Context: an optimization exercise on an open-source flow, tuned for small area, a short achievable clock period and few clock cycles. The choices shown serve that exercise and are no tape-out recipe.
Function was checked by simulation only, so behaviour that the tests miss may differ from the original.
Power figures rest on the tool's default switching activity, not on a simulated workload.

<file path="flow/run.sh">
#!/bin/bash
# synth_recipe.tcl (not shown) runs the flow's synth.tcl, then flattens the netlist and writes it again
# the make line also repeats each setting of config.mk as NAME=value (left out here)
make -C /OpenROAD-flow-scripts/flow DESIGN_CONFIG=/design/flow/config.mk WORK_HOME=/design/flow/orfs CLKGATE_MAP_FILE= SYNTH_SCRIPT=/design/flow/synth_recipe.tcl finish
</file>
<file path="flow/config.mk">
export PLATFORM = sky130hd
export DESIGN_NAME = stack_arith_unit
export DESIGN_NICKNAME = stack_arith_unit
export VERILOG_FILES = /design/flow/design.v
export SDC_FILE = /design/flow/constraint.sdc
export NUM_CORES = 4
export LEC_CHECK = 0
export CAP_MARGIN = 20
export CORE_MARGIN = 2
export CORE_UTILIZATION = 40
export CTS_CLUSTER_DIAMETER = 100
export CTS_CLUSTER_SIZE = 25
export SETUP_SLACK_MARGIN = 5
export SLEW_MARGIN = 20
export TNS_END_PERCENT = 100
</file>
<file path="flow/constraint.sdc">
create_clock -name core_clock -period 8.0 [get_ports {clk}]
set_input_delay 1.6000 -clock core_clock [delete_from_list [all_inputs] [get_ports {clk}]]
set_output_delay 1.6000 -clock core_clock [all_outputs]
set_load 0.01 [all_outputs]
</file>
<file path="flow/design.v">
`default_nettype none
package sau_pkg;
    localparam int WORD_W   = 32;
    localparam int MODE_W   = 3;
    localparam int STATUS_W = 3;
    localparam int DEPTH_W  = 7;
    localparam logic [MODE_W-1:0] MODE_NOP  = 3'd0;
    localparam logic [MODE_W-1:0] MODE_PUSH = 3'd1;
    localparam logic [MODE_W-1:0] MODE_SWAP = 3'd2;
    localparam logic [MODE_W-1:0] MODE_ADD  = 3'd3;
    localparam logic [MODE_W-1:0] MODE_SUB  = 3'd4;
    localparam logic [MODE_W-1:0] MODE_DIV  = 3'd5;
    localparam logic [STATUS_W-1:0] STAT_OK      = 3'd0;
    localparam logic [STATUS_W-1:0] STAT_SHORT   = 3'd1;
    localparam logic [STATUS_W-1:0] STAT_DIVZERO = 3'd2;
    localparam logic [STATUS_W-1:0] STAT_FULL    = 3'd3;
    localparam logic [STATUS_W-1:0] STAT_HALTED  = 3'd4;
    typedef enum logic [2:0] {
        ST_IDLE,
        ST_EXEC,
        ST_SWAP2,
        ST_DIVW,
        ST_RESP
    } sau_state_t;
endpackage
`default_nettype wire
`default_nettype none
module sau_ram #(
    parameter int WIDTH = 32,
    parameter int DEPTH = 62
) (
    input  wire logic             clk,
    input  wire logic             we,
    input  wire logic [6:0]       cnt,
    input  wire logic [WIDTH-1:0] wdata,
    output logic      [WIDTH-1:0] rdata
);
    logic [DEPTH*WIDTH-1:0] mem_q;
    always_ff @(posedge clk)
    begin
        for (int j = 0; j < DEPTH; j++)
        begin
            if (we && (cnt == 7'(j + 2)))
            begin
                mem_q[j*WIDTH +: WIDTH] <= wdata;
            end
        end
    end
    always_comb
    begin
        rdata = '0;
        for (int j = 0; j < DEPTH; j++)
        begin
            rdata = rdata | ({WIDTH{cnt == 7'(j + 3)}} & mem_q[j*WIDTH +: WIDTH]);
        end
    end
endmodule
`default_nettype wire
`default_nettype none
import sau_pkg::*;
module sau_div (
    input  wire logic                       clk,
    input  wire logic                       rst_n,
    input  wire logic                       start,
    input  wire logic [sau_pkg::WORD_W-1:0] num,
    input  wire logic [sau_pkg::WORD_W-1:0] den,
    input  wire logic                       qbit1,
    input  wire logic                       qbit2,
    output logic                            busy,
    output logic                            busy_next,
    output logic                            shift,
    output logic                            step,
    output logic                            step_next,
    output logic                            done,
    output logic      [4:0]                 shamt,
    output logic      [sau_pkg::WORD_W-1:0] quot,
    output logic      [sau_pkg::WORD_W-1:0] num_abs,
    output logic      [sau_pkg::WORD_W-1:0] den_abs
);
    function automatic logic [31:0] or_below(input logic [31:0] x);
        logic [31:0] t;
        t = x;
        for (int d = 1; d < 32; d = d * 2)
            t = t | (t << d);
        or_below = t << 1;
    endfunction
    function automatic logic [5:0] abs_msb(input logic [31:0] x);
        logic [31:0] y;
        logic [31:0] hi;
        logic [31:0] h;
        logic [31:0] zl;
        logic [31:0] ha;
        logic [4:0]  pos;
        y = x ^ {32{x[31]}};
        hi = y;
        for (int d = 1; d < 32; d = d * 2)
            hi = hi | (hi >> d);
        hi = hi >> 1;
        h = y & ~hi;
        zl = ~or_below(x);
        ha[0] = (h[0] & ~(x[31] & zl[0])) | (x[31] & ~|y);
        for (int i = 1; i < 32; i++)
            ha[i] = (h[i] & ~(x[31] & zl[i])) | (h[i-1] & x[31] & zl[i-1]);
        pos = '0;
        for (int i = 0; i < 32; i++) if (ha[i]) pos = pos | 5'(i);
        abs_msb = {~|x, pos};
    endfunction
    function automatic logic [31:0] abs_val(input logic [31:0] x);
        abs_val = x ^ ({32{x[31]}} & or_below(x));
    endfunction
    logic        shift_reg, step_reg, busy_reg;
    logic        shift_nx;
    logic [4:0]  pn_reg, pd_reg;
    logic        nz_reg;
    logic        neg_reg;
    logic [3:0]  it_reg;
    logic [29:0] q_reg;
    logic [5:0]  sdiff;
    logic        qzero;
    logic [31:0] nzl;
    logic [5:0]  msb_n, msb_d;
    assign num_abs = abs_val(num);
    assign den_abs = abs_val(den);
    assign msb_n = abs_msb(num);
    assign msb_d = abs_msb(den);
    assign sdiff = {1'b0, pn_reg} - {1'b0, pd_reg};
    assign qzero = nz_reg | sdiff[5];
    assign shamt = {sdiff[4:1], 1'b0};
    assign shift = shift_reg;
    assign step  = step_reg;
    assign busy  = busy_reg;
    assign done  = (shift_reg & qzero) | (step_reg & (it_reg == 4'd0));
    assign shift_nx  = start;
    assign step_next = (shift_reg | step_reg) & !done;
    assign busy_next = shift_nx | step_next;
    always_ff @(posedge clk or negedge rst_n)
    begin
        if (!rst_n)
        begin
            shift_reg <= 1'b0;
            step_reg  <= 1'b0;
            busy_reg  <= 1'b0;
        end
        else
        begin
            shift_reg <= shift_nx;
            step_reg  <= step_next;
            busy_reg  <= busy_next;
        end
    end
    always_ff @(posedge clk)
    begin
        if (start)
        begin
            nz_reg  <= msb_n[5];
            pn_reg  <= msb_n[4:0];
            pd_reg  <= msb_d[4:0];
            neg_reg <= num[31] ^ den[31];
        end
        if (shift)
        begin
            it_reg <= sdiff[4:1];
            q_reg  <= '0;
        end
        else if (step)
        begin
            it_reg <= it_reg - 4'd1;
            q_reg  <= {q_reg[27:0], qbit1, qbit2};
        end
    end
    assign nzl = or_below({2'b0, q_reg});
    always_comb
    begin
        quot[0] = qbit2;
        quot[1] = qbit1 ^ (neg_reg & qbit2);
        for (int i = 2; i < 32; i++)
        begin
            if (!neg_reg)
                quot[i] = q_reg[i-2];
            else if (qbit1 || qbit2)
                quot[i] = ~q_reg[i-2];
            else
                quot[i] = q_reg[i-2] ^ nzl[i-2];
        end
        if (shift)
            quot = '0;
    end
endmodule
`default_nettype wire
`default_nettype none
import sau_pkg::*;
module stack_arith_unit #(
    parameter int STACK_DEPTH = 64
) (
    input  wire logic        clk,
    input  wire logic        rst_n,
    input  wire logic        s_tvalid,
    output logic             s_tready,
    input  wire logic [31:0] s_tdata,    
    input  wire logic [2:0]  s_tuser,    
    output logic             m_tvalid,
    input  wire logic        m_tready,
    output logic      [47:0] m_tdata     
);
    localparam int RES_W = DEPTH_W + WORD_W + STATUS_W;
    logic                in_valid_reg, in_valid_next;
    logic [MODE_W-1:0]   in_op_reg, in_op_next;
    logic [WORD_W-1:0]   in_data_reg;
    logic                ready_reg, ready_next;
    logic [WORD_W-1:0]   top_reg, top_next;
    logic [WORD_W-1:0]   sec_reg, sec_next;
    logic                sec_hi_reg, sec_hi_next;
    logic [33:0]         tri_reg, tri_next;
    logic [DEPTH_W-1:0]  cnt_reg, cnt_next;
    logic                halted_reg;
    logic                sub_reg, sub_next;
    logic                out_valid_reg, out_valid_next;
    logic [RES_W-1:0]    out_reg;
    logic                skid_valid_reg, skid_valid_next;
    logic [RES_W-1:0]    skid_reg;
    logic                op_push, op_swap, op_arith, op_div, op_bin;
    logic                full, short_stk, top_zero;
    logic                x_push, x_swap, x_arith, x_div;
    logic [STATUS_W-1:0] st_code;
    logic                adv, commit, out_free;
    logic [RES_W-1:0]    result;
    logic [33:0]         add_full;
    logic [32:0]         res;
    logic [WORD_W-1:0]   abs_top, abs_sec;
    logic [WORD_W-1:0]   mem_rdata;
    logic [33:0]         tri_abs;
    logic [34:0]         step1, step3;
    logic                q1, q2, pick3;
    logic [32:0]         rem2;
    logic                div_busy, div_busy_next, div_shift, div_step;
    logic                div_step_next, div_done;
    logic [4:0]          div_shamt;
    logic [WORD_W-1:0]   div_quot;
    assign op_push   = (in_op_reg == MODE_PUSH);
    assign op_swap   = (in_op_reg == MODE_SWAP);
    assign op_arith  = (in_op_reg == MODE_ADD) || (in_op_reg == MODE_SUB);
    assign op_div    = (in_op_reg == MODE_DIV);
    assign op_bin    = op_swap || op_arith || op_div;
    assign full      = cnt_reg[6];
    assign short_stk = ~|cnt_reg[6:1];
    assign top_zero  = ~|top_reg;
    assign x_push    = !halted_reg && op_push && !full;
    assign x_swap    = !halted_reg && op_swap && !short_stk;
    assign x_arith   = !halted_reg && op_arith && !short_stk;
    assign x_div     = !halted_reg && op_div && !short_stk && !top_zero;
    always_comb
    begin
        if (halted_reg)
            st_code = STAT_HALTED;
        else if (op_push && full)
            st_code = STAT_FULL;
        else if (op_bin && short_stk)
            st_code = STAT_SHORT;
        else if (op_div && top_zero)
            st_code = STAT_DIVZERO;
        else
            st_code = STAT_OK;
    end
    assign adv      = in_valid_reg && !skid_valid_reg && !div_busy;
    assign commit   = (adv && !x_div) || div_done;
    assign out_free = !out_valid_reg || m_tready;
    assign s_tready = ready_reg;
    assign add_full = {sec_hi_reg, sec_reg, 1'b1} +
                      {sub_reg, top_reg ^ {WORD_W{sub_reg}}, sub_reg};
    assign res      = add_full[33:1];
    assign tri_abs = {2'b0, abs_top} + {1'b0, abs_top, 1'b0};
    assign step1   = {{3{sec_hi_reg}}, sec_reg} +
                     ({2'b0, top_reg, 1'b0} ^ {35{sub_reg}}) + 35'(sub_reg);
    assign step3   = {{3{sec_hi_reg}}, sec_reg} +
                     ({1'b0, tri_reg} ^ {35{sub_reg}}) + 35'(sub_reg);
    assign q1      = !step1[34];
    assign pick3   = q1 ^ sec_hi_reg;
    assign rem2    = pick3 ? step3[32:0] : res;
    assign q2      = !rem2[32];
    sau_ram #(
        .WIDTH(WORD_W),
        .DEPTH(STACK_DEPTH - 2)
    ) u_stack_ram (
        .clk   (clk),
        .we    (op_push),
        .cnt   (cnt_reg),
        .wdata (sec_reg),
        .rdata (mem_rdata)
    );
    sau_div u_div (
        .clk       (clk),
        .rst_n     (rst_n),
        .start     (adv && x_div),
        .num       (sec_reg),
        .den       (top_reg),
        .qbit1     (q1),
        .qbit2     (q2),
        .busy      (div_busy),
        .busy_next (div_busy_next),
        .shift     (div_shift),
        .step      (div_step),
        .step_next (div_step_next),
        .done      (div_done),
        .shamt     (div_shamt),
        .quot      (div_quot),
        .num_abs   (abs_sec),
        .den_abs   (abs_top)
    );
    always_comb
    begin
        top_next    = top_reg;
        sec_next    = sec_reg;
        sec_hi_next = sec_hi_reg;
        tri_next    = tri_reg;
        cnt_next    = cnt_reg;
        if (adv)
        begin
            if (x_push)
            begin
                top_next = in_data_reg;
                sec_next = top_reg;
                cnt_next = cnt_reg + 7'd1;
            end
            else if (x_swap)
            begin
                top_next = sec_reg;
                sec_next = top_reg;
            end
            else if (x_arith)
            begin
                top_next = res[31:0];
                sec_next = mem_rdata;
                cnt_next = cnt_reg - 7'd1;
            end
            else if (x_div)
            begin
                top_next    = abs_top;
                tri_next    = tri_abs;
                sec_next    = abs_sec;
                sec_hi_next = 1'b0;
            end
        end
        else if (div_done)
        begin
            top_next = div_quot;
            sec_next = mem_rdata;
            cnt_next = cnt_reg - 7'd1;
        end
        else if (div_shift)
        begin
            top_next = top_reg << div_shamt;
            tri_next = tri_reg << div_shamt;
        end
        else if (div_step)
        begin
            top_next    = top_reg >> 2;
            tri_next    = tri_reg >> 2;
            sec_next    = rem2[31:0];
            sec_hi_next = rem2[32];
        end
    end
    assign result = {cnt_next, top_next, div_done ? STAT_OK : st_code};
    always_comb
    begin
        in_valid_next = ready_reg ? s_tvalid : in_valid_reg;
        in_op_next    = ready_reg ? s_tuser : in_op_reg;
        if (commit)
        begin
            out_valid_next  = 1'b1;
            skid_valid_next = !out_free;
        end
        else if (m_tready)
        begin
            out_valid_next  = skid_valid_reg;
            skid_valid_next = 1'b0;
        end
        else
        begin
            out_valid_next  = out_valid_reg;
            skid_valid_next = skid_valid_reg;
        end
        ready_next = !in_valid_next || (!skid_valid_next && !div_busy_next);
        sub_next   = div_step_next ? !sec_hi_next : in_op_next[2];
    end
    always_ff @(posedge clk or negedge rst_n)
    begin
        if (!rst_n)
        begin
            in_valid_reg   <= 1'b0;
            ready_reg      <= 1'b1;
            top_reg        <= '0;
            cnt_reg        <= '0;
            halted_reg     <= 1'b0;
            out_valid_reg  <= 1'b0;
            skid_valid_reg <= 1'b0;
        end
        else
        begin
            in_valid_reg   <= in_valid_next;
            ready_reg      <= ready_next;
            top_reg        <= top_next;
            cnt_reg        <= cnt_next;
            if (adv && (st_code != STAT_OK))
            begin
                halted_reg <= 1'b1;
            end
            out_valid_reg  <= out_valid_next;
            skid_valid_reg <= skid_valid_next;
        end
    end
    always_ff @(posedge clk)
    begin
        if (ready_reg)
        begin
            in_data_reg <= s_tdata;
        end
        in_op_reg  <= in_op_next;
        sub_reg    <= sub_next;
        sec_reg    <= sec_next;
        sec_hi_reg <= sec_hi_next;
        tri_reg    <= tri_next;
        if (commit && out_free)
        begin
            out_reg <= result;
        end
        else if (m_tready)
        begin
            out_reg <= skid_reg;
        end
        if (commit)
        begin
            skid_reg <= result;
        end
    end
    assign m_tvalid = out_valid_reg;
    assign m_tdata  = {6'b0, out_reg};
endmodule
`default_nettype wire
</file>
==> impl_metrics.csv, run 1 <==
group,metric,value,unit
power,leakage,39.5,nW
critical_path,ff2ff_path_depth,19,
cells_and_area,drive_above_1_share,23.5,%
synth,synth_seq_cells,2264,
critical_path,worstReg2RegEnd,"tri_reg[30]",
grt,antenna_found_initial,25,
grt,grt_overflow,0,
power,switching_share,43.9,%
synth,ys_types,96,
clock_tree,clock_path_buffers,3,
power,power.density,419,nW/um^2
cells_and_area,largest_reg_flops,1984,
synth,synth_top_family_by_area,"compound AO/OA/AOI/OAI gates",
floorplan,core-area,243000,um^2
sta,setup_viol,0,
sta,drv_slew,0,
synth,synth_fa_ha_area_share,1.97,%
sta,relSlewSlack,11.8,%
flow_run,maxCapViolations,0,
sta,final_hold_viol_count,0,
clock_tree,path_clk_slew,0.10,ns
critical_path,path_max_fanout,4,
drt,drc,0,
sta,fmax,210,MHz
drt,first_pass_iters,9,
synth,synth-simple-area-share,7.50,%
sta,finalWorstSetupSlack,3.24,ns
drt,drt-total-wl,461000,um
cells_and_area,final_common_cell,"edfxtp_1",
grt,grt_pass1_wl,608000,um
clock_tree,clock-sinks,2264,
sta,post-route-period-util,59.5,%
grt,grt_max_degree,95,
sta,finClkSkew,0.0600,ns
synth,syn_inst,6916,
grt,grt_pass1_vias,69300,
drt,via_count,76600,
power,ir_drop,0.372,mV
placed_design,gp_congestion,0.984,
critical_path,worst_ep_required_time,8.56,ns
synth,synth-compound-area-share,15.1,%
critical_path,reg2reg_slack,3.24,ns
synth,synth_top_area_share,67.0,%
clock_tree,htreeDepth,3,
power,combPwrFrac,53.0,%
synth,synth-edff-count,2184,
power,clkPwrFrac,13.5,%
synth,synth_area_leaders,"edfxtp_1, a22oi_1, a221oi_1",
clock_tree,ctsHoldBuffers,0,
synth,seq_area_frac_synth,68.9,%
floorplan,start_util,40.2,%
synth,synth_xor_area_share,2.33,%
cells_and_area,final_nets,7656,
min_path,worst_hold_path.num_cells,2,
cells_and_area,syn_to_final_growth,20.7,%
floorplan,rows,181,
drt,ant_nets,0,
drt,drt_iter0_drc,15800,
critical_path,end_kind,"flop",
min_path,hp-class,"reg -> reg",
critical_path,reg2reg_from,"top_reg[1]",
placed_design,port_buffers,82,
min_path,min_to,"out_reg[36]",
drt,wl_per_cell,43.0,um
placed_design,pre_cts_ws,2.29,ns
cells_and_area,most-common-layout-cells,"edfxtp_1, buf_4, a22oi_1",
synth,synth_mux_area_share,2.07,%
critical_path,worstSetupPathType,"reg -> reg",
sta,period_needed,4.76,ns
synth,synthFlopType,"edfxtp_1",
floorplan,die_y,499,um
power,seq_power_share,33.5,%
power,p_sw,21.8,mW
sta,tns,0,ns
synth,yosys_warnings,3,
floorplan,fp.dieW,499,um
synth,synth_area_per_cell,14.2,um^2
critical_path,cp.arrival,5.33,ns
power,p_int,27.8,mW
grt,track_usage,35.8,%
critical_path,startpoint_type,"flop",
synth,async_reset_ff_share,2.08,%
synth,yosys.area.top_type,"edfxtp_1",
outcome,status,"timing/DRC/antenna clean",
placed_design,hpwl,267000,um
sta,rsz0062_at_grt,"true",
floorplan,fp.dieArea,249000,um^2
synth,netlist_area,97900,um^2
cells_and_area,fillers,20600,
clock_tree,cts_root_buffer,"clkbuf_16",
clock_tree,insertion_delay,0.86,ns
clock_tree,cts_inserted_buffers,111,
clock_tree,cts_tree,"built",
sta,tightest_slew,1.32,ns
min_path,hold_path_startpoint,"skid_reg[36]",
floorplan,io_pins,89,
drt,viasPerCell,7.15,
==> synthesized netlist by cell type (16+ instances only) <==
cell and n:
a211oi_1 49, a21o_1 56, a21oi_1 273, a221oi_1 329, a22o_1 287, a22oi_1 444
a31oi_1 42, and2_1 19, and3_1 30, buf_1 60, clkbuf_1 406, dfrtp_1 46
dfxtp_1 33, edfxtp_1 2184, ha_1 149, inv_1 73, mux2_2 25, mux2i_1 174
nand2_1 357, nand2b_1 46, nand3_1 147, nand4_1 152, nor2_1 354, nor2b_1 20
nor3_1 162, nor3b_1 16, nor4_1 44, o211ai_1 50, o21a_1 21, o21ai_0 217
o22ai_1 39, o31ai_1 20, or2_2 26, or3_1 31, or4_1 27, xnor2_1 119
xor2_1 141
==> how the worst max path moves through the flow <==
stage,start,end,slack [ns],cells past startpoint
2_1_floorplan,sec_reg[1],out_reg[10],3.19,15
3_5_place_dp,top_reg[1],tri_reg[31],2.29,19
5_1_grt,top_reg[1],tri_reg[30],3.07,18
3_3_place_gp,top_reg[1],tri_reg[31],2.26,19
4_1_cts,top_reg[1],tri_reg[30],3.30,17
6_report,top_reg[1],tri_reg[30],3.24,19
==> worst max-delay path, cell delays in order (launching register included) <==
cell and delay [ns]:
dfrtp_2 0.46, or4_4 0.60, nor2_4 0.11, nand3b_1 0.14
or3_4 0.40, nor2_4 0.12, nor2_2 0.06, xor2_2 0.15
ha_1 0.31, o21a_1 0.15, o21ai_2 0.06, nor3b_4 0.15
o41a_1 0.33, nand2b_4 0.16, or4b_4 0.49, a41o_4 0.26
o21ai_4 0.19, a21oi_2 0.08, xor2_1 0.15, a21oi_1 0.08
==> repair_timing <==
action | in CTS | in global routing
gates cloned | 34 | 2
pin swaps | 221 | 122
resized for setup | 1000 | 215
setup endpoints to repair | 1823 | 620
setup buffers | 382 | 94
==> final cells by class <==
cell class	instances	area [um^2]	share of cell area (%)
Clock buffer	117	2800	2.37
Timing Repair Buffer	902	9300	7.87
Tap cell	3202	4010	3.39
Antenna cell	23	57.6	0.0487
Clock inverter	29	502	0.425
Sequential cell	2264	67500	57.1
Inverter	75	298	0.252
Multi-Input combinational cell	4111	33700	28.5
==> routing by layer <==
| layer | track usage, % | share of wire, % | vias to the layer above |
|---|---|---|---|
| li1 | - | - | 28900 |
| met1 | 47.5 | 35 | 38600 |
| met2 | 50.4 | 41 | 7489 |
| met3 | 12.8 | 16 | 1620 |
| met4 | 20.7 | 7.7 | 14 |
| met5 | 0.135 | 0.027 | - |
==> kinds of logic after synthesis <==
kind of cell	Yosys count
fa+ha+maj	152
other cells	1
mux	199
xor+xnor	260
buf+inv	557
compound gates	1999
simple gates	1484
flops	2264
==> power groups by stage <==
| stage | logic (mW) | clock network, mW | registers (mW) |
|---|---|---|---|
| final | 26.3 | 6.67 | 16.6 |
| after global routing | 26.9 | 6.97 | 16.6 |
| after CTS | 23.6 | 6.62 | 16.5 |
| after detailed placement | 18.7 | 0 | 17.0 |
| after global placement | 18.6 | 0 | 17.0 |
| after floorplan | 10.7 | 0 | 17.1 |
==> stage by stage <==
stage | cell area, um^2 | std cells | power, mW | hold slack (ns) | utilization [%]
6_report | 118000 | 10700 | 49.6 | 0.534 | 48.6
5_1_grt | 118000 | 10700 | 50.5 | 0.572 | 48.6
4_1_cts | 116000 | 10600 | 46.8 | 0.537 | 47.8
3_5_place_dp | 105000 | 10000 | 35.7 | 0.516 | 43.3
3_3_place_gp | 105000 | 10000 | 35.5 | 0.509 | 43.3
2_1_floorplan | 99600 | 6921 | 27.8 | 0.491 | -
Testbench counts, summed over its fixed seeds: cycles 31,124.
==> run 2: changes to the inputs <==
--- a/flow/design.v
+++ b/flow/design.v
@@ -66,6 +66,7 @@
     input  wire logic [sau_pkg::WORD_W-1:0] den,
     input  wire logic                       qbit1,
     input  wire logic                       qbit2,
+    input  wire logic                       qany,
     output logic                            busy,
     output logic                            busy_next,
     output logic                            shift,
@@ -84,26 +85,19 @@
             t = t | (t << d);
         or_below = t << 1;
     endfunction
-    function automatic logic [5:0] abs_msb(input logic [31:0] x);
+    function automatic logic [6:0] abs_msb(input logic [31:0] x);
         logic [31:0] y;
-        logic [31:0] hi;
+        logic [31:0] sm;
         logic [31:0] h;
-        logic [31:0] zl;
-        logic [31:0] ha;
         logic [4:0]  pos;
-        y = x ^ {32{x[31]}};
-        hi = y;
+        y  = x ^ {32{x[31]}};
+        sm = y;
         for (int d = 1; d < 32; d = d * 2)
-            hi = hi | (hi >> d);
-        hi = hi >> 1;
-        h = y & ~hi;
-        zl = ~or_below(x);
-        ha[0] = (h[0] & ~(x[31] & zl[0])) | (x[31] & ~|y);
-        for (int i = 1; i < 32; i++)
-            ha[i] = (h[i] & ~(x[31] & zl[i])) | (h[i-1] & x[31] & zl[i-1]);
+            sm = sm | (sm >> d);
+        h = sm & ~(sm >> 1);
         pos = '0;
-        for (int i = 0; i < 32; i++) if (ha[i]) pos = pos | 5'(i);
-        abs_msb = {~|x, pos};
+        for (int i = 0; i < 32; i++) if (h[i]) pos = pos | 5'(i);
+        abs_msb = {~|x, x[31] & sm[0] & (sm == y), pos};
     endfunction
     function automatic logic [31:0] abs_val(input logic [31:0] x);
         abs_val = x ^ ({32{x[31]}} & or_below(x));
@@ -118,7 +112,7 @@
     logic [5:0]  sdiff;
     logic        qzero;
     logic [31:0] nzl;
-    logic [5:0]  msb_n, msb_d;
+    logic [6:0]  msb_n, msb_d;
     assign num_abs = abs_val(num);
     assign den_abs = abs_val(den);
     assign msb_n = abs_msb(num);
@@ -152,9 +146,9 @@
     begin
         if (start)
         begin
-            nz_reg  <= msb_n[5];
-            pn_reg  <= msb_n[4:0];
-            pd_reg  <= msb_d[4:0];
+            nz_reg  <= msb_n[6];
+            pn_reg  <= msb_n[4:0] + 5'(msb_n[5]);
+            pd_reg  <= msb_d[4:0] + 5'(msb_d[5]);
             neg_reg <= num[31] ^ den[31];
         end
         if (shift)
@@ -177,7 +171,7 @@
         begin
             if (!neg_reg)
                 quot[i] = q_reg[i-2];
-            else if (qbit1 || qbit2)
+            else if (qany)
                 quot[i] = ~q_reg[i-2];
             else
                 quot[i] = q_reg[i-2] ^ nzl[i-2];
@@ -210,7 +204,10 @@
     logic [WORD_W-1:0]   top_reg, top_next;
     logic [WORD_W-1:0]   sec_reg, sec_next;
     logic                sec_hi_reg, sec_hi_next;
-    logic [33:0]         tri_reg, tri_next;
+    logic [34:0]         tri_reg, tri_next;
+    logic                tneg_reg;
+    logic                sub1_reg, sub1_next;
+    logic                sub3_reg, sub3_next;
     logic [DEPTH_W-1:0]  cnt_reg, cnt_next;
     logic                halted_reg;
     logic                sub_reg, sub_next;
@@ -224,13 +221,15 @@
     logic [STATUS_W-1:0] st_code;
     logic                adv, commit, out_free;
     logic [RES_W-1:0]    result;
+    logic [WORD_W-1:0]   res_top;
+    logic [DEPTH_W-1:0]  res_cnt;
     logic [33:0]         add_full;
     logic [32:0]         res;
     logic [WORD_W-1:0]   abs_top, abs_sec;
     logic [WORD_W-1:0]   mem_rdata;
-    logic [33:0]         tri_abs;
+    logic [34:0]         tri_top;
     logic [34:0]         step1, step3;
-    logic                q1, q2, pick3;
+    logic                q1, q2, pick3, q2_if0, q2_if1;
     logic [32:0]         rem2;
     logic                div_busy, div_busy_next, div_shift, div_step;
     logic                div_step_next, div_done;
@@ -268,15 +267,17 @@
     assign add_full = {sec_hi_reg, sec_reg, 1'b1} +
                       {sub_reg, top_reg ^ {WORD_W{sub_reg}}, sub_reg};
     assign res      = add_full[33:1];
-    assign tri_abs = {2'b0, abs_top} + {1'b0, abs_top, 1'b0};
+    assign tri_top = {{3{top_reg[31]}}, top_reg} + {{2{top_reg[31]}}, top_reg, 1'b0};
     assign step1   = {{3{sec_hi_reg}}, sec_reg} +
-                     ({2'b0, top_reg, 1'b0} ^ {35{sub_reg}}) + 35'(sub_reg);
+                     ({2'b0, top_reg, 1'b0} ^ {35{sub1_reg}}) + 35'(sub1_reg);
     assign step3   = {{3{sec_hi_reg}}, sec_reg} +
-                     ({1'b0, tri_reg} ^ {35{sub_reg}}) + 35'(sub_reg);
+                     (tri_reg ^ {35{sub3_reg}}) + 35'(sub3_reg);
     assign q1      = !step1[34];
     assign pick3   = q1 ^ sec_hi_reg;
     assign rem2    = pick3 ? step3[32:0] : res;
-    assign q2      = !rem2[32];
+    assign q2_if0  = sec_hi_reg ? !step3[32] : !res[32];
+    assign q2_if1  = sec_hi_reg ? !res[32] : !step3[32];
+    assign q2      = q1 ? q2_if1 : q2_if0;
     sau_ram #(
         .WIDTH(WORD_W),
         .DEPTH(STACK_DEPTH - 2)
@@ -295,6 +296,7 @@
         .den       (top_reg),
         .qbit1     (q1),
         .qbit2     (q2),
+        .qany      (q1 || q2_if0),
         .busy      (div_busy),
         .busy_next (div_busy_next),
         .shift     (div_shift),
@@ -335,7 +337,7 @@
             else if (x_div)
             begin
                 top_next    = abs_top;
-                tri_next    = tri_abs;
+                tri_next    = tri_top;
                 sec_next    = abs_sec;
                 sec_hi_next = 1'b0;
             end
@@ -354,12 +356,36 @@
         else if (div_step)
         begin
             top_next    = top_reg >> 2;
-            tri_next    = tri_reg >> 2;
+            tri_next    = {{2{tri_reg[34]}}, tri_reg[34:2]};
             sec_next    = rem2[31:0];
             sec_hi_next = rem2[32];
         end
     end
-    assign result = {cnt_next, top_next, div_done ? STAT_OK : st_code};
+    always_comb
+    begin
+        res_top = top_reg;
+        res_cnt = cnt_reg;
+        if (div_done)
+        begin
+            res_top = div_quot;
+            res_cnt = cnt_reg - 7'd1;
+        end
+        else if (x_push)
+        begin
+            res_top = in_data_reg;
+            res_cnt = cnt_reg + 7'd1;
+        end
+        else if (x_swap)
+        begin
+            res_top = sec_reg;
+        end
+        else if (x_arith)
+        begin
+            res_top = res[31:0];
+            res_cnt = cnt_reg - 7'd1;
+        end
+    end
+    assign result = {res_cnt, res_top, div_done ? STAT_OK : st_code};
     always_comb
     begin
         in_valid_next = ready_reg ? s_tvalid : in_valid_reg;
@@ -381,6 +407,8 @@
         end
         ready_next = !in_valid_next || (!skid_valid_next && !div_busy_next);
         sub_next   = div_step_next ? !sec_hi_next : in_op_next[2];
+        sub1_next  = !sec_hi_next;
+        sub3_next  = !sec_hi_next ^ (adv && x_div ? top_reg[31] : tneg_reg);
     end
     always_ff @(posedge clk or negedge rst_n)
     begin
@@ -416,6 +444,12 @@
         end
         in_op_reg  <= in_op_next;
         sub_reg    <= sub_next;
+        sub1_reg   <= sub1_next;
+        sub3_reg   <= sub3_next;
+        if (adv && x_div)
+        begin
+            tneg_reg <= top_reg[31];
+        end
         sec_reg    <= sec_next;
         sec_hi_reg <= sec_hi_next;
         tri_reg    <= tri_next;
--- a/flow/config.mk
+++ b/flow/config.mk
@@ -10,6 +10,7 @@
 export CORE_UTILIZATION = 40
 export CTS_CLUSTER_DIAMETER = 100
 export CTS_CLUSTER_SIZE = 25
-export SETUP_SLACK_MARGIN = 5
+export PLACE_DENSITY = 0.5
+export SETUP_SLACK_MARGIN = 4
 export SLEW_MARGIN = 20
 export TNS_END_PERCENT = 100
==> impl_metrics.csv, run 2 <==
group,metric,value,unit
outcome,status,"timing/DRC/antenna clean",
clock_tree,htreeDepth,3,
cells_and_area,register_area,67600,um^2
cells_and_area,drive_above_1_share,17.9,%
clock_tree,cts_tree,"built",
cells_and_area,fillers,22000,
cells_and_area,final_common_cell,"edfxtp_1",
synth,yosys_warnings,3,
clock_tree,cts_root_buffer,"clkbuf_16",
drt,via_count,77700,
critical_path,worst_ep_required_time,8.62,ns
synth,syn_inst,7426,
placed_design,gp_congestion,1.01,
floorplan,start_util,40.3,%
placed_design,placed_area,107000,um^2
sta,post-route-period-util,53.6,%
sta,drv_slew,0,
synth,synth_area_per_cell,13.5,um^2
clock_tree,cts_inserted_buffers,111,
placed_design,hpwl,297000,um
power,ir_drop,0.395,mV
synth,async_reset_ff_share,2.07,%
drt,drt_iter0_drc,13700,
critical_path,end_kind,"flop",
critical_path,path_max_fanout,15,
drt,drc,0,
sta,finalWorstSetupSlack,3.71,ns
synth,seq_area_frac_synth,67.3,%
floorplan,die_y,505,um
grt,grt_max_degree,77,
synth,synth_most_common_cell,"edfxtp_1",
drt,first_pass_iters,10,
synth,synth_seq_cells,2268,
critical_path,critPathSlowestCell,"o41ai_4",
grt,grt_pass1_vias,70700,
sta,period_needed,4.29,ns
critical_path,worstSetupPathType,"reg -> reg",
floorplan,fp.dieArea,255000,um^2
floorplan,io_pins,89,
synth,synth_area_leaders,"edfxtp_1, a22oi_1, ha_1",
cells_and_area,stdcell_area,117000,um^2
synth,synth_top_area_share,65.4,%
floorplan,rows,183,
drt,ant_nets,0,
clock_tree,ctsHoldBuffers,0,
flow_run,maxCapViolations,0,
floorplan,core-area,249000,um^2
drt,drt-total-wl,511000,um
power,leakage,38.9,nW
floorplan,fp.dieW,505,um
critical_path,cp.arrival,4.90,ns
sta,tightest_slew,1.28,ns
critical_path,critical-path-max-stage-delay,0.45,ns
grt,track_usage,38.6,%
clock_tree,insertion_delay,0.89,ns
clock_tree,clock_path_buffers,3,
cells_and_area,largest_reg_flops,1984,
sta,finClkSkew,0.0717,ns
grt,grt_pass1_wl,665000,um
sta,hold-worst-slack,0.499,ns
synth,synth_common_cells,"edfxtp_1, a22oi_1, nand2_1",
power,power.density,415,nW/um^2
grt,antenna_found_initial,36,
sta,rsz0062_at_grt,"true",
sta,setup_viol,0,
synth,synthFlopType,"edfxtp_1",
critical_path,startpoint_type,"flop",
clock_tree,clock-sinks,2268,
cells_and_area,most-common-layout-cells,"edfxtp_1, a22oi_1, nand2_1",
drt,viasPerCell,6.98,
sta,relSlewSlack,15.0,%
sta,final_hold_viol_count,0,
cells_and_area,final_nets,7982,
power,p_total,48.6,mW
synth,synth-edff-count,2185,
synth,netlist_area,100000,um^2
critical_path,cp_common_cell,"buf_12",
critical_path,cp_top_family,"compound AO/OA/AOI/OAI gates",
sta,tns,0,ns
critical_path,crit_buf_inv,5,
drt,wl_per_cell,45.9,um
cells_and_area,syn_to_final_growth,16.7,%
synth,ys_types,97,
cells_and_area,multi_input_area,34000,um^2
min_path,hp-class,"reg -> reg",
sta,fmax,233,MHz
clock_tree,path_clk_slew,0.10,ns
synth,yosys.area.top_type,"edfxtp_1",
placed_design,pre_cts_ws,1.95,ns
placed_design,port_buffers,82,
grt,grt_overflow,0,
critical_path,path_cells,"buf_4 -> buf_12 -> xor2_1 -> ha_1 -> o211a_1 -> o31ai_4 -> a211o_1 -> a211o_1 -> a21oi_2 -> or3b_4 -> a31oi_4 -> buf_12 -> buf_12 -> buf_6 -> o41ai_4 -> mux2i_1 -> a31oi_1",
==> run 2: cell types whose count changed in the layout (fill, tap and decap cells not counted), moves of 40 or more <==
cell             before  now
a22o_1              287   69
o21ai_0             143  183
a22oi_1             442  906
clkdlybuf4s50_1      37   81
nor2_1              263  315
buf_6               152   79
buf_4               537  462
nand2_1             309  471
a221oi_1            312   82
==> run 2: kinds of logic after synthesis <==
| family | Yosys count | share of synthesized area (%) |
|---|---|---|
| DFF | 2268 | 67.3 |
| AOI/OAI and AO/OA | 2151 | 15.3 |
| and+or+nand+nor | 1728 | 8.33 |
| buffers and inverters | 637 | 2.43 |
| xor gates and xnor gates | 269 | 2.35 |
| muxes | 192 | 1.97 |
| adders and majority gates | 180 | 2.27 |
| other | 1 | 0.00374 |
==> run 2: per-stage QoR <==
step                      utilization (%)  std cells
after global placement               43.1      10600
final                                47.0      11100
after floorplan                         -       7431
after CTS                            46.0      11000
after global routing                 47.0      11100
after detailed placement             43.1      10600
==> run 2: final cells by class <==
| type | instances | share of cell area, % |
|---|---|---|
| repair buffers | 732 | 6.37 |
| flip-flops and latches | 2268 | 57.8 |
| inverters | 119 | 0.410 |
| well taps | 3330 | 3.56 |
| clock buffers | 114 | 2.40 |
| diodes | 9 | 0.0192 |
| multi-input cells | 4531 | 29.1 |
| clock inverters | 29 | 0.414 |
==> run 2: timing repair <==
item | CTS | global route
setup endpoints to repair | 584 | 205
gates resized for setup | 413 | 301
pin swaps | 95 | 117
gates cloned | 14 | 8
setup buffers | 188 | 120
==> run 2: path summary, 6_finish.rpt <==
path,start,end,slack [ns],cells past startpoint
worst min-delay path,tneg_reg,tneg_reg,0.50,1
worst max-delay path,sub3_reg,out_reg[19],3.71,17
max in group asynchronous,rst_n,cnt_reg[6],6.35,2
worst min register to register,tneg_reg,tneg_reg,0.50,1
worst max register to register,sub3_reg,out_reg[19],3.71,17
min in group asynchronous,rst_n,top_reg[13],0.94,2
==> run 2: worst register-to-register path, cell delays in order (launching register included) <==
cell and delay (ns):
dfxtp_4 0.36, buf_4 0.14, buf_12 0.15, xor2_1 0.23, ha_1 0.32, o211a_1 0.20, o31ai_4 0.09, a211o_1 0.35
a211o_1 0.34, a21oi_2 0.23, or3b_4 0.26, a31oi_4 0.16, buf_12 0.17, buf_12 0.12, buf_6 0.11, o41ai_4 0.45
mux2i_1 0.28, a31oi_1 0.10
==> run 2: layer usage <==
| layer | part of all wire [%] | vias up | GRT usage (%) |
|---|---|---|---|
| li1 | - | 30100 | - |
| met1 | 36 | 40000 | 49.0 |
| met2 | 45 | 6046 | 60.5 |
| met3 | 12 | 1466 | 8.41 |
| met4 | 7.9 | 26 | 23.5 |
| met5 | 0.035 | - | 0 |
==> run 2: power breakdown <==
part	total (mW)	internal [mW]	switching [mW]
Clock	6.77	2.68	4.09
Sequential	16.7	15.7	1.04
Combinational	25.0	8.91	16.1
Testbench counts of run 2, summed over its fixed seeds: cycles 31,124.
==> run 3: changes to the inputs <==
--- a/flow/design.v
+++ b/flow/design.v
@@ -85,19 +85,21 @@
             t = t | (t << d);
         or_below = t << 1;
     endfunction
-    function automatic logic [6:0] abs_msb(input logic [31:0] x);
+    function automatic logic [5:0] abs_msb(input logic [31:0] x);
         logic [31:0] y;
         logic [31:0] sm;
         logic [31:0] h;
-        logic [4:0]  pos;
+        logic [4:0]  pos0, pos1;
         y  = x ^ {32{x[31]}};
         sm = y;
         for (int d = 1; d < 32; d = d * 2)
             sm = sm | (sm >> d);
         h = sm & ~(sm >> 1);
-        pos = '0;
-        for (int i = 0; i < 32; i++) if (h[i]) pos = pos | 5'(i);
-        abs_msb = {~|x, x[31] & sm[0] & (sm == y), pos};
+        pos0 = '0;
+        pos1 = '0;
+        for (int i = 0; i < 32; i++) if (h[i]) pos0 = pos0 | 5'(i);
+        for (int i = 0; i < 31; i++) if (h[i]) pos1 = pos1 | 5'(i + 1);
+        abs_msb = {~|x, (x[31] & sm[0] & (sm == y)) ? pos1 : pos0};
     endfunction
     function automatic logic [31:0] abs_val(input logic [31:0] x);
         abs_val = x ^ ({32{x[31]}} & or_below(x));
@@ -112,7 +114,7 @@
     logic [5:0]  sdiff;
     logic        qzero;
     logic [31:0] nzl;
-    logic [6:0]  msb_n, msb_d;
+    logic [5:0]  msb_n, msb_d;
     assign num_abs = abs_val(num);
     assign den_abs = abs_val(den);
     assign msb_n = abs_msb(num);
@@ -146,9 +148,9 @@
     begin
         if (start)
         begin
-            nz_reg  <= msb_n[6];
-            pn_reg  <= msb_n[4:0] + 5'(msb_n[5]);
-            pd_reg  <= msb_d[4:0] + 5'(msb_d[5]);
+            nz_reg  <= msb_n[5];
+            pn_reg  <= msb_n[4:0];
+            pd_reg  <= msb_d[4:0];
             neg_reg <= num[31] ^ den[31];
         end
         if (shift)
@@ -169,12 +171,7 @@
         quot[1] = qbit1 ^ (neg_reg & qbit2);
         for (int i = 2; i < 32; i++)
         begin
-            if (!neg_reg)
-                quot[i] = q_reg[i-2];
-            else if (qany)
-                quot[i] = ~q_reg[i-2];
-            else
-                quot[i] = q_reg[i-2] ^ nzl[i-2];
+            quot[i] = qany ? (q_reg[i-2] ^ neg_reg) : (q_reg[i-2] ^ (neg_reg & nzl[i-2]));
         end
         if (shift)
             quot = '0;
@@ -201,7 +198,8 @@
     logic [MODE_W-1:0]   in_op_reg, in_op_next;
     logic [WORD_W-1:0]   in_data_reg;
     logic                ready_reg, ready_next;
-    logic [WORD_W-1:0]   top_reg, top_next;
+    logic [WORD_W-1:0]   top_reg, top_next, top_early;
+    logic                top_take_res, top_take_quot;
     logic [WORD_W-1:0]   sec_reg, sec_next;
     logic                sec_hi_reg, sec_hi_next;
     logic [34:0]         tri_reg, tri_next;
@@ -212,14 +210,16 @@
     logic                halted_reg;
     logic                sub_reg, sub_next;
     logic                out_valid_reg, out_valid_next;
-    logic [RES_W-1:0]    out_reg;
     logic                skid_valid_reg, skid_valid_next;
-    logic [RES_W-1:0]    skid_reg;
+    logic [1:0]          oq_cnt_reg, oq_cnt_next;
+    logic                wp_reg, rp_reg;
+    logic [RES_W-1:0]    slot0_reg, slot1_reg;
+    logic                take;
     logic                op_push, op_swap, op_arith, op_div, op_bin;
     logic                full, short_stk, top_zero;
     logic                x_push, x_swap, x_arith, x_div;
     logic [STATUS_W-1:0] st_code;
-    logic                adv, commit, out_free;
+    logic                adv, commit;
     logic [RES_W-1:0]    result;
     logic [WORD_W-1:0]   res_top;
     logic [DEPTH_W-1:0]  res_cnt;
@@ -262,7 +262,7 @@
     end
     assign adv      = in_valid_reg && !skid_valid_reg && !div_busy;
     assign commit   = (adv && !x_div) || div_done;
-    assign out_free = !out_valid_reg || m_tready;
+    assign take     = out_valid_reg && m_tready;
     assign s_tready = ready_reg;
     assign add_full = {sec_hi_reg, sec_reg, 1'b1} +
                       {sub_reg, top_reg ^ {WORD_W{sub_reg}}, sub_reg};
@@ -310,7 +310,7 @@
     );
     always_comb
     begin
-        top_next    = top_reg;
+        top_early   = top_reg;
         sec_next    = sec_reg;
         sec_hi_next = sec_hi_reg;
         tri_next    = tri_reg;
@@ -319,24 +319,23 @@
         begin
             if (x_push)
             begin
-                top_next = in_data_reg;
+                top_early = in_data_reg;
                 sec_next = top_reg;
                 cnt_next = cnt_reg + 7'd1;
             end
             else if (x_swap)
             begin
-                top_next = sec_reg;
+                top_early = sec_reg;
                 sec_next = top_reg;
             end
             else if (x_arith)
             begin
-                top_next = res[31:0];
                 sec_next = mem_rdata;
                 cnt_next = cnt_reg - 7'd1;
             end
             else if (x_div)
             begin
-                top_next    = abs_top;
+                top_early    = abs_top;
                 tri_next    = tri_top;
                 sec_next    = abs_sec;
                 sec_hi_next = 1'b0;
@@ -344,30 +343,32 @@
         end
         else if (div_done)
         begin
-            top_next = div_quot;
             sec_next = mem_rdata;
             cnt_next = cnt_reg - 7'd1;
         end
         else if (div_shift)
         begin
-            top_next = top_reg << div_shamt;
+            top_early = top_reg << div_shamt;
             tri_next = tri_reg << div_shamt;
         end
         else if (div_step)
         begin
-            top_next    = top_reg >> 2;
+            top_early    = top_reg >> 2;
             tri_next    = {{2{tri_reg[34]}}, tri_reg[34:2]};
             sec_next    = rem2[31:0];
             sec_hi_next = rem2[32];
         end
     end
+    assign top_take_res  = adv && x_arith;
+    assign top_take_quot = !adv && div_done;
+    assign top_next = top_take_res ? res[31:0] :
+                      top_take_quot ? div_quot : top_early;
     always_comb
     begin
         res_top = top_reg;
         res_cnt = cnt_reg;
         if (div_done)
         begin
-            res_top = div_quot;
             res_cnt = cnt_reg - 7'd1;
         end
         else if (x_push)
@@ -381,30 +382,21 @@
         end
         else if (x_arith)
         begin
-            res_top = res[31:0];
             res_cnt = cnt_reg - 7'd1;
         end
+        if (div_done)
+            res_top = div_quot;
+        else if (x_arith)
+            res_top = res[31:0];
     end
     assign result = {res_cnt, res_top, div_done ? STAT_OK : st_code};
     always_comb
     begin
         in_valid_next = ready_reg ? s_tvalid : in_valid_reg;
         in_op_next    = ready_reg ? s_tuser : in_op_reg;
-        if (commit)
-        begin
-            out_valid_next  = 1'b1;
-            skid_valid_next = !out_free;
-        end
-        else if (m_tready)
-        begin
-            out_valid_next  = skid_valid_reg;
-            skid_valid_next = 1'b0;
-        end
-        else
-        begin
-            out_valid_next  = out_valid_reg;
-            skid_valid_next = skid_valid_reg;
-        end
+        oq_cnt_next     = oq_cnt_reg + 2'(commit) - 2'(take);
+        out_valid_next  = (oq_cnt_next != 2'd0);
+        skid_valid_next = oq_cnt_next[1];
         ready_next = !in_valid_next || (!skid_valid_next && !div_busy_next);
         sub_next   = div_step_next ? !sec_hi_next : in_op_next[2];
         sub1_next  = !sec_hi_next;
@@ -421,6 +413,9 @@
             halted_reg     <= 1'b0;
             out_valid_reg  <= 1'b0;
             skid_valid_reg <= 1'b0;
+            oq_cnt_reg     <= '0;
+            wp_reg         <= 1'b0;
+            rp_reg         <= 1'b0;
         end
         else
         begin
@@ -434,6 +429,9 @@
             end
             out_valid_reg  <= out_valid_next;
             skid_valid_reg <= skid_valid_next;
+            oq_cnt_reg     <= oq_cnt_next;
+            wp_reg         <= wp_reg ^ commit;
+            rp_reg         <= rp_reg ^ take;
         end
     end
     always_ff @(posedge clk)
@@ -453,20 +451,16 @@
         sec_reg    <= sec_next;
         sec_hi_reg <= sec_hi_next;
         tri_reg    <= tri_next;
-        if (commit && out_free)
-        begin
-            out_reg <= result;
-        end
-        else if (m_tready)
+        if (commit && !wp_reg)
         begin
-            out_reg <= skid_reg;
+            slot0_reg <= result;
         end
-        if (commit)
+        if (commit && wp_reg)
         begin
-            skid_reg <= result;
+            slot1_reg <= result;
         end
     end
     assign m_tvalid = out_valid_reg;
-    assign m_tdata  = {6'b0, out_reg};
+    assign m_tdata  = {6'b0, rp_reg ? slot1_reg : slot0_reg};
 endmodule
 `default_nettype wire
--- a/flow/config.mk
+++ b/flow/config.mk
@@ -10,7 +10,7 @@
 export CORE_UTILIZATION = 40
 export CTS_CLUSTER_DIAMETER = 100
 export CTS_CLUSTER_SIZE = 25
-export PLACE_DENSITY = 0.5
+export PLACE_DENSITY = 0.45
 export SETUP_SLACK_MARGIN = 4
 export SLEW_MARGIN = 20
 export TNS_END_PERCENT = 100
==> impl_metrics.csv, run 3 <==
group,metric,value,unit
clock_tree,cts_root_buffer,"clkbuf_16",
cells_and_area,most-common-layout-cells,"edfxtp_1, buf_4, a22oi_1",
cells_and_area,syn_to_final_growth,19.3,%
floorplan,fp.dieW,502,um
cells_and_area,register_area,67600,um^2
sta,rsz0062_at_grt,"true",
grt,grt_overflow,0,
cells_and_area,multi_input_area,33100,um^2
flow_run,maxCapViolations,0,
power,switching_share,46.2,%
critical_path,reg2reg_from,"top_reg[6]",
synth,synth_top_area_share,66.1,%
synth,synthFlopType,"edfxtp_1",
floorplan,die_y,502,um
synth,ys_types,89,
placed_design,gp_congestion,0.999,
drt,via_count,77300,
critical_path,worst_ep_required_time,8.58,ns
sta,relSlewSlack,10.5,%
critical_path,worstReg2RegEnd,"slot0_reg[9]",
drt,drt_iter0_drc,13700,
critical_path,critPathLaunch,"top_reg[6]",
synth,synth_seq_cells,2271,
synth,synth_area_leaders,"edfxtp_1, a22oi_1, ha_1",
power,p_int,28.7,mW
grt,grt_pass1_vias,69800,
drt,drt-total-wl,537000,um
floorplan,fp.dieArea,252000,um^2
grt,grt_pass1_wl,689000,um
outcome,status,"timing/DRC/antenna clean",
placed_design,pre_cts_ws,2.08,ns
placed_design,hpwl,321000,um
critical_path,cp.arrival,4.84,ns
critical_path,reg2reg_slack,3.74,ns
power,seq_power_share,31.1,%
critical_path,ff2ff_path_depth,14,
grt,grt_max_degree,92,
critical_path,startpoint_type,"flop",
synth,synth_most_common_cell,"edfxtp_1",
cells_and_area,fillers,21700,
grt,antenna_found_initial,35,
power,leakage,39.4,nW
sta,period_needed,4.26,ns
synth,synth_area_per_cell,14.0,um^2
floorplan,rows,182,
grt,track_usage,41.3,%
floorplan,io_pins,89,
critical_path,worstSetupPathType,"reg -> reg",
synth,synth-edff-count,2185,
sta,drv_slew,0,
power,power.density,450,nW/um^2
sta,setup_viol,0,
synth,synth_common_cells,"edfxtp_1, a22oi_1, clkbuf_1",
critical_path,end_kind,"flop",
floorplan,core-area,246000,um^2
drt,drc,0,
clock_tree,clock-sinks,2271,
synth,yosys.area.top_type,"edfxtp_1",
sta,fmax,235,MHz
power,clkPwrFrac,13.2,%
synth,yosys_warnings,3,
clock_tree,cts_inserted_buffers,114,
drt,wl_per_cell,48.6,um
clock_tree,path_clk_slew,0.10,ns
clock_tree,cts_tree,"built",
power,ir_drop,0.320,mV
cells_and_area,final_common_cell,"edfxtp_1",
sta,post-route-period-util,53.3,%
sta,final_hold_viol_count,0,
cells_and_area,largest_reg_flops,1984,
cells_and_area,fin_util,48.1,%
clock_tree,htreeDepth,3,
power,combPwrFrac,55.6,%
synth,async_reset_ff_share,2.20,%
placed_design,port_buffers,82,
drt,ant_nets,0,
cells_and_area,final_nets,7889,
clock_tree,clock_path_buffers,3,
power,p_sw,24.6,mW
min_path,hp-class,"reg -> reg",
synth,seq_area_frac_synth,68.1,%
critical_path,critPathSlowestCell,"or4_4",
critical_path,critical-path-max-stage-delay,0.54,ns
cells_and_area,drive_above_1_share,21.5,%
synth,syn_inst,7100,
floorplan,start_util,40.3,%
sta,finClkSkew,0.0777,ns
critical_path,path_cells,"buf_12 -> xor2_1 -> ha_1 -> a211o_1 -> or3_1 -> o21ai_2 -> o41ai_4 -> o32a_4 -> a311o_2 -> buf_8 -> or4_4 -> o31ai_4 -> xor2_2 -> o22ai_2",
sta,tightest_slew,1.33,ns
sta,tns,0,ns
critical_path,path_max_fanout,6,
drt,viasPerCell,7.01,
clock_tree,insertion_delay,0.88,ns
critical_path,critical_path.endpoint,"slot0_reg[9]",
drt,first_pass_iters,6,
synth,netlist_area,99300,um^2
sta,finalWorstSetupSlack,3.74,ns
clock_tree,ctsHoldBuffers,0,
-- run 3: per-stage QoR --
step | area (um^2) | cells | hold WS (ns) | total power, mW
2_1_floorplan | 99800 | 7105 | 0.463 | 29.0
3_3_place_gp | 107000 | 10400 | 0.473 | 39.7
3_5_place_dp | 107000 | 10400 | 0.481 | 39.7
4_1_cts | 116000 | 10900 | 0.503 | 50.6
5_1_grt | 118000 | 11000 | 0.560 | 54.6
6_report | 118000 | 11000 | 0.525 | 53.4
-- run 3: layer usage --
metal	global-route usage, %	vias to the layer above	part of all wire (%)	wire (um)
met5	0	-	0.028	150
met3	9.89	1253	12	62600
met1	56.2	40700	39	208000
met4	20.0	20	6.2	33400
li1	-	29600	-	-
met2	62.0	5753	43	232000
-- run 3: repair_timing --
action / CTS / global route
setup buffers: 274 / 120
cloned: 20 / 8
pin swaps: 135 / 112
setup endpoints to repair: 750 / 246
gates resized for setup: 538 / 287
endpoints found under the hold margin: 0 / 0
-- run 3: kinds of logic (layout without fill, tap and decap cells) --
logic type	after synthesis	in the layout	share of synthesized area (%)
compound gates	2152	2152	15.6
xor+xnor	301	301	2.66
fa+ha+maj	180	180	2.29
buf+inv	603	1208	2.31
flops	2271	2271	68.1
mux	189	189	2.07
other cells	1	21	0.00378
simple gates	1403	1404	6.97
-- run 3: layout make-up --
cell class                      instances  area share, %
Sequential cell                      2271           57.1
Multi-Input combinational cell       4232           27.9
Timing Repair Buffer                  943           8.06
Tap cell                             3312           3.50
Clock buffer                          124           2.47
Clock inverter                         33          0.528
Inverter                              107          0.412
Antenna cell                           15         0.0317
Timing Repair inverter                  1        0.00951
-- run 3: power groups by stage --
stage	Sequential [mW]	Clock, mW	Combinational, mW
floorplan	17.3	0	11.8
global placement	16.9	0	22.7
detailed placement	16.9	0	22.7
CTS	16.6	7.07	26.9
global route	16.7	7.44	30.5
finish	16.6	7.06	29.7
-- run 3: worst min path at each step --
stage,start,endpoint,slack [ns],cells after the start
after CTS,tneg_reg,tneg_reg,0.50,1
final,tneg_reg,tneg_reg,0.53,1
after floorplan,tneg_reg,tneg_reg,0.46,1
after global placement,tneg_reg,tneg_reg,0.47,1
after detailed placement,tneg_reg,tneg_reg,0.48,1
after global routing,tneg_reg,tneg_reg,0.56,1
-- run 3: critical path, delay by kind of cell (launching register included) --
kind            cells  cell delay (ns)
flops               1             0.41
simple gates        2             0.87
xor+xnor            2             0.39
compound gates      7             1.68
fa+ha+maj           1             0.29
buf+inv             2             0.32
Testbench counts of run 3, summed over its fixed seeds: cycles 31,124.
==> run 4: changes to the inputs <==
--- a/flow/config.mk
+++ b/flow/config.mk
@@ -7,10 +7,10 @@
 export LEC_CHECK = 0
 export CAP_MARGIN = 20
 export CORE_MARGIN = 2
-export CORE_UTILIZATION = 40
+export CORE_UTILIZATION = 45
 export CTS_CLUSTER_DIAMETER = 100
 export CTS_CLUSTER_SIZE = 25
-export PLACE_DENSITY = 0.45
+export PLACE_DENSITY = 0.5
 export SETUP_SLACK_MARGIN = 4
 export SLEW_MARGIN = 20
 export TNS_END_PERCENT = 100
==> impl_metrics.csv, run 4 <==
group,metric,value,unit
floorplan,fp.dieW,474,um
floorplan,start_util,45.2,%
synth,synth_common_cells,"edfxtp_1, a22oi_1, clkbuf_1",
clock_tree,clock_path_buffers,3,
drt,ant_nets,0,
synth,synthFlopType,"edfxtp_1",
drt,wl_per_cell,48.2,um
synth,yosys.area.top_type,"edfxtp_1",
sta,finalWorstSetupSlack,3.81,ns
critical_path,reg2reg_from,"sub3_reg",
min_path,hold_path_startpoint,"tneg_reg",
sta,post-route-period-util,52.4,%
critical_path,crit_buf_inv,3,
power,p_total,51.5,mW
floorplan,core-area,220000,um^2
cells_and_area,fin_util,52.6,%
flow_run,maxCapViolations,0,
placed_design,post-place-cells,9940,
drt,drt-total-wl,503000,um
synth,async_reset_ff_share,2.20,%
critical_path,worst_ep_required_time,8.72,ns
min_path,hp-class,"reg -> reg",
grt,grt_pass1_vias,69600,
clock_tree,cts_inserted_buffers,112,
synth,synth_area_leaders,"edfxtp_1, a22oi_1, ha_1",
clock_tree,path_clk_slew,0.11,ns
sta,setup_viol,0,
clock_tree,clock-sinks,2271,
synth,netlist_area,99300,um^2
critical_path,cp.arrival,4.91,ns
drt,first_pass_iters,8,
sta,tns,0,ns
grt,antenna_found_initial,24,
critical_path,path_max_fanout,16,
critical_path,cp_top_family,"compound AO/OA/AOI/OAI gates",
placed_design,port_buffers,82,
drt,route.met3.wl,60000,um
sta,hold-worst-slack,0.497,ns
grt,track_usage,43.7,%
cells_and_area,final_nets,7731,
grt,grt_overflow,0,
critical_path,ff2ff_path_depth,15,
synth,seq_area_frac_synth,68.1,%
critical_path,critical-path-max-stage-delay,0.40,ns
synth,synth_seq_cells,2271,
clock_tree,cts_root_buffer,"clkbuf_16",
critical_path,end_kind,"flop",
cells_and_area,drive_above_1_share,19.3,%
critical_path,cp_num_cells,15,
grt,grt_pass1_wl,653000,um
critical_path,critPathSlowestCell,"dfxtp_4",
drt,viasPerCell,7.34,
outcome,status,"timing/DRC/antenna clean",
synth,ys_types,89,
clock_tree,cts_tree,"built",
synth,synth_most_common_cell,"edfxtp_1",
floorplan,rows,172,
sta,tightest_slew,1.27,ns
clock_tree,htreeDepth,3,
placed_design,hpwl,297000,um
floorplan,fp.dieArea,224000,um^2
critical_path,path_cells,"buf_4 -> buf_16 -> xor2_1 -> ha_1 -> nand2_1 -> nor2_1 -> o2111ai_4 -> nand2_4 -> nor3_1 -> a311o_1 -> buf_12 -> nor4_2 -> mux2i_1 -> o311ai_4 -> a22o_4",
cells_and_area,most-common-layout-cells,"edfxtp_1, a22oi_1, buf_4",
critical_path,startpoint_type,"flop",
clock_tree,ctsHoldBuffers,0,
cells_and_area,final_common_cell,"edfxtp_1",
sta,drv_slew,0,
cells_and_area,final_cells,10400,
sta,fmax,239,MHz
power,leakage,38.0,nW
synth,synth_area_per_cell,14.0,um^2
drt,drc,0,
synth,syn_inst,7100,
placed_design,pre_cts_ws,2.27,ns
synth,synth_top_area_share,66.1,%
power,ir_drop,0.331,mV
floorplan,io_pins,89,
placed_design,gp_congestion,1.02,
cells_and_area,largest_reg_flops,1984,
clock_tree,insertion_delay,0.86,ns
drt,wl_met2,227000,um
drt,highest_layer,"met5",
cells_and_area,fillers,18400,
grt,grt_max_degree,80,
placed_design,placed_area,106000,um^2
min_path,worst_hold_path.num_cells,1,
sta,period_needed,4.19,ns
cells_and_area,syn_to_final_growth,16.3,%
sta,finClkSkew,0.0645,ns
drt,drt_iter0_drc,13400,
synth,synth-edff-count,2185,
drt,via_count,76600,
floorplan,die_y,474,um
cells_and_area,stdcell_area,115000,um^2
critical_path,worstSetupPathType,"reg -> reg",
power,power.density,446,nW/um^2
synth,yosys_warnings,3,
sta,relSlewSlack,15.6,%
critical_path,critPathLaunch,"sub3_reg",
sta,rsz0062_at_grt,"true",
drt,met1Wirelength,174000,um
sta,final_hold_viol_count,0,
[run 4: final timing paths]
check / end / slack, ns
worst min register to register: tneg_reg / 0.50
worst min-delay path: tneg_reg / 0.50
min in group asynchronous: top_reg[4] / 0.93
worst max register to register: top_reg[10] / 3.81
max in group asynchronous: top_reg[16] / 6.22
worst max-delay path: top_reg[10] / 3.81
[run 4: per-layer routing]
layer / GRT usage, % / vias to the layer above
li1: - / 29300
met1: 54.3 / 39500
met2: 68.5 / 6193
met3: 10.6 / 1548
met4: 27.6 / 22
met5: 0.930 / -
[run 4: timing repair]
item	4_1_cts	5_1_grt
pin swaps	85	107
gates resized for setup	454	235
setup endpoints to repair	406	195
cloned	7	7
setup buffers	201	114
[run 4: cells by family after synthesis]
logic type | share of synthesized area (%)
and+or+nand+nor | 6.97
other | 0.00378
DFF | 68.1
xor gates and xnor gates | 2.66
buffers and inverters | 2.31
adders and majority gates | 2.29
muxes | 2.07
AOI/OAI and AO/OA | 15.6
[run 4: where the power goes]
group | switching, mW | internal, mW
sequential | 0.936 | 15.8
clock | 4.07 | 2.73
combinational | 19.0 | 8.89
total | 24.1 | 27.4
[run 4: cell type report]
type,instances,area (um^2),share of cell area (%)
Tap cell,2871,3590,3.11
Inverter,107,453,0.392
Antenna cell,14,35.0,0.0303
Timing Repair Buffer,787,7480,6.48
Clock buffer,117,2840,2.46
Multi-Input combinational cell,4233,32800,28.4
Clock inverter,29,573,0.496
Sequential cell,2271,67600,58.6
==> run 5: changes to the inputs <==
--- a/flow/config.mk
+++ b/flow/config.mk
@@ -7,10 +7,10 @@
 export LEC_CHECK = 0
 export CAP_MARGIN = 20
 export CORE_MARGIN = 2
-export CORE_UTILIZATION = 45
+export CORE_UTILIZATION = 50
 export CTS_CLUSTER_DIAMETER = 100
 export CTS_CLUSTER_SIZE = 25
-export PLACE_DENSITY = 0.5
+export PLACE_DENSITY = 0.55
 export SETUP_SLACK_MARGIN = 4
 export SLEW_MARGIN = 20
 export TNS_END_PERCENT = 100
==> impl_metrics.csv, run 5 <==
group,metric,value,unit
synth,yosys_warnings,3,
synth,synth_most_common_cell,"edfxtp_1",
floorplan,die_y,450,um
critical_path,startpoint_type,"flop",
cells_and_area,syn_to_final_growth,16.7,%
power,power.density,449,nW/um^2
drt,drc,0,
synth,netlist_area,99300,um^2
synth,seq_area_frac_synth,68.1,%
critical_path,critical-path-max-stage-delay,0.58,ns
cells_and_area,fillers,15600,
drt,via_count,78100,
cells_and_area,final_cells,10200,
clock_tree,clock_path_buffers,3,
critical_path,cp_num_cells,15,
critical_path,cp.arrival,4.80,ns
synth,synthFlopType,"edfxtp_1",
power,leakage,38.4,nW
min_path,hp-class,"reg -> reg",
critical_path,path_cells,"buf_4 -> buf_8 -> xor2_1 -> ha_1 -> nand4_1 -> nor2_1 -> o31ai_2 -> nand2_2 -> a311o_2 -> buf_6 -> or4_4 -> buf_4 -> o21ai_2 -> xor2_1 -> o22ai_1",
grt,grt_max_degree,83,
power,p_total,52.0,mW
synth,synth_common_cells,"edfxtp_1, a22oi_1, clkbuf_1",
cells_and_area,largest_reg_flops,1984,
drt,drt_iter0_drc,14300,
synth,syn_inst,7100,
floorplan,fp.dieW,450,um
critical_path,worstSetupPathType,"reg -> reg",
cells_and_area,most-common-layout-cells,"edfxtp_1, a22oi_1, buf_4",
cells_and_area,final_nets,7774,
floorplan,rows,163,
drt,wl_per_cell,47.9,um
grt,grt_overflow,0,
critical_path,ff2ff_path_depth,15,
clock_tree,cts_root_buffer,"clkbuf_16",
drt,ant_nets,0,
min_path,worst_hold_path.num_cells,1,
sta,relSlewSlack,13.5,%
clock_tree,ctsHoldBuffers,0,
critical_path,reg2reg_slack,3.75,ns
power,ir_drop,0.375,mV
floorplan,core-area,197000,um^2
drt,viasPerCell,7.62,
placed_design,port_buffers,82,
flow_run,maxCapViolations,0,
clock_tree,clock-sinks,2271,
synth,synth_seq_cells,2271,
sta,period_needed,4.25,ns
grt,grt_pass1_wl,636000,um
synth,synth_top_area_share,66.1,%
placed_design,gp_congestion,1.06,
synth,yosys.area.top_type,"edfxtp_1",
grt,track_usage,46.8,%
synth,async_reset_ff_share,2.20,%
critical_path,critPathSlowestCell,"a311o_2",
sta,finClkSkew,0.0613,ns
clock_tree,cts_inserted_buffers,110,
synth,synth_area_leaders,"edfxtp_1, a22oi_1, ha_1",
sta,setup_viol,0,
critical_path,crit_buf_inv,4,
grt,antenna_found_initial,36,
synth,synth_area_per_cell,14.0,um^2
critical_path,cp_top_family,"compound AO/OA/AOI/OAI gates",
placed_design,post-place-cells,9685,
synth,synth-edff-count,2185,
drt,first_pass_iters,10,
clock_tree,htreeDepth,3,
sta,tns,0,ns
sta,tightest_slew,1.30,ns
cells_and_area,drive_above_1_share,19.8,%
clock_tree,cts_tree,"built",
sta,post-route-period-util,53.2,%
sta,fmax,235,MHz
placed_design,hpwl,284000,um
critical_path,reg2reg_from,"sub3_reg",
critical_path,path_max_fanout,16,
floorplan,fp.dieArea,202000,um^2
drt,drt-total-wl,491000,um
outcome,status,"timing/DRC/antenna clean",
floorplan,start_util,50.3,%
critical_path,worst_ep_required_time,8.55,ns
sta,final_hold_viol_count,0,
critical_path,end_kind,"flop",
grt,grt_pass1_vias,69800,
sta,drv_slew,0,
clock_tree,insertion_delay,0.87,ns
min_path,hold_path_startpoint,"tneg_reg",
cells_and_area,final_common_cell,"edfxtp_1",
sta,rsz0062_at_grt,"true",
clock_tree,path_clk_slew,0.11,ns
critical_path,critPathLaunch,"sub3_reg",
floorplan,io_pins,89,
synth,ys_types,89,
-- run 5: timing repair --
action / 4_1_cts / 5_1_grt
gates cloned: 9 / 13
endpoints found under the setup margin: 848 / 318
buffers inserted: 211 / 165
gates resized for setup: 448 / 304
pin swaps: 84 / 125
-- run 5: layout make-up --
| class | count | area [um^2] | share of cell area, % |
|---|---|---|---|
| tap | 2640 | 3300 | 2.85 |
| sequential | 2271 | 67600 | 58.4 |
| clock inverter | 24 | 430 | 0.371 |
| antenna | 20 | 50.0 | 0.0432 |
| timing repair buffer | 833 | 8270 | 7.14 |
| inverter | 107 | 454 | 0.392 |
| clock buffer | 115 | 2770 | 2.39 |
| multi-input combinational | 4232 | 33000 | 28.5 |
-- run 5: through the flow --
step | setup WS [ns] | utilization, % | cell area [um^2] | hold WS [ns]
after CTS | 3.86 | 57.2 | 113000 | 0.498
after global routing | 3.70 | 58.7 | 116000 | 0.515
after detailed placement | 2.22 | 53.5 | 106000 | 0.476
after floorplan | 3.57 | - | 99800 | 0.463
after global placement | 2.08 | 53.5 | 106000 | 0.468
final | 3.75 | 58.7 | 116000 | 0.496
-- run 5: worst register-to-register path, cell delays in order (launching register included) --
cell and delay (ns):
dfxtp_4 0.44, buf_4 0.14, buf_8 0.18, xor2_1 0.35, ha_1 0.38, nand4_1 0.15, nor2_1 0.07, o31ai_2 0.34
nand2_2 0.13, a311o_2 0.58, buf_6 0.20, or4_4 0.48, buf_4 0.17, o21ai_2 0.11, xor2_1 0.15, o22ai_1 0.11
-- run 5: cells by family (layout without fill, tap and decap cells) --
group	after synthesis	after routing	share of synthesized area, %
other	1	26	0.00378
buffers and inverters	603	1079	2.31
adders and majority gates	180	180	2.29
AOI/OAI and AO/OA	2152	2153	15.6
muxes	189	189	2.07
DFF	2271	2271	68.1
and+or+nand+nor	1403	1403	6.97
xor gates and xnor gates	301	301	2.66
-- run 5: power breakdown --
part	internal, mW	leakage (nW)	switching [mW]
Combinational	9.32	16.2	19.5
Sequential	15.8	20.6	0.886
Clock	2.58	1.55	4.00
Total	27.7	38.4	24.3
-- run 5: final timing paths --
kind / end
max reg2reg: slot0_reg[10]
min reg2reg: tneg_reg
max: slot0_reg[10]
max in group asynchronous: cnt_reg[5]
min in group asynchronous: top_reg[7]
min: tneg_reg
-- run 5: layer usage --
metal	wire [um]	track usage, %
met1	161000	57.2
met2	213000	70.4
met3	68800	14.5
met4	47300	34.2
met5	157	0

==> separate check: timing with driven ports <==
The results above use ideal ports. As a check the final layouts listed here were re-extracted and re-timed, cells and wires unchanged. Step 1 assumes that a clkbuf_16 drives the clock port and a buf_2 every other input. Step 2, shift: input delay + t, output delay - t, t = (earliest + latest rising clock arrival at the registers) / 2. This alone moves slack from input paths to output paths. Three values: ideal ports, drivers, drivers and shift; two values: the first two.
| run | t, ns | slack for setup (ns) | latest minus earliest clock arrival (ns) | slew at the worst register clock pin (ns) | pins driven straight from the clock port |
|---|---|---|---|---|---|
| run 1 | 0.935 | 3.240 / 3.240 / 3.240 | 0.077 / 0.077 | 0.11 / 0.11 | 1 |
| run 2 | 0.945 | 3.715 / 3.715 / 3.715 | 0.074 / 0.074 | 0.11 / 0.11 | 1 |
| run 3 | 0.936 | 3.740 / 3.740 / 3.740 | 0.087 / 0.086 | 0.11 / 0.11 | 1 |
| run 4 | 0.945 | 3.808 / 3.808 / 3.808 | 0.079 / 0.078 | 0.11 / 0.11 | 1 |
| run 5 | 0.921 | 3.748 / 3.748 / 3.748 | 0.067 / 0.068 | 0.11 / 0.11 | 1 |
After both steps setup and hold are still met in every run listed.
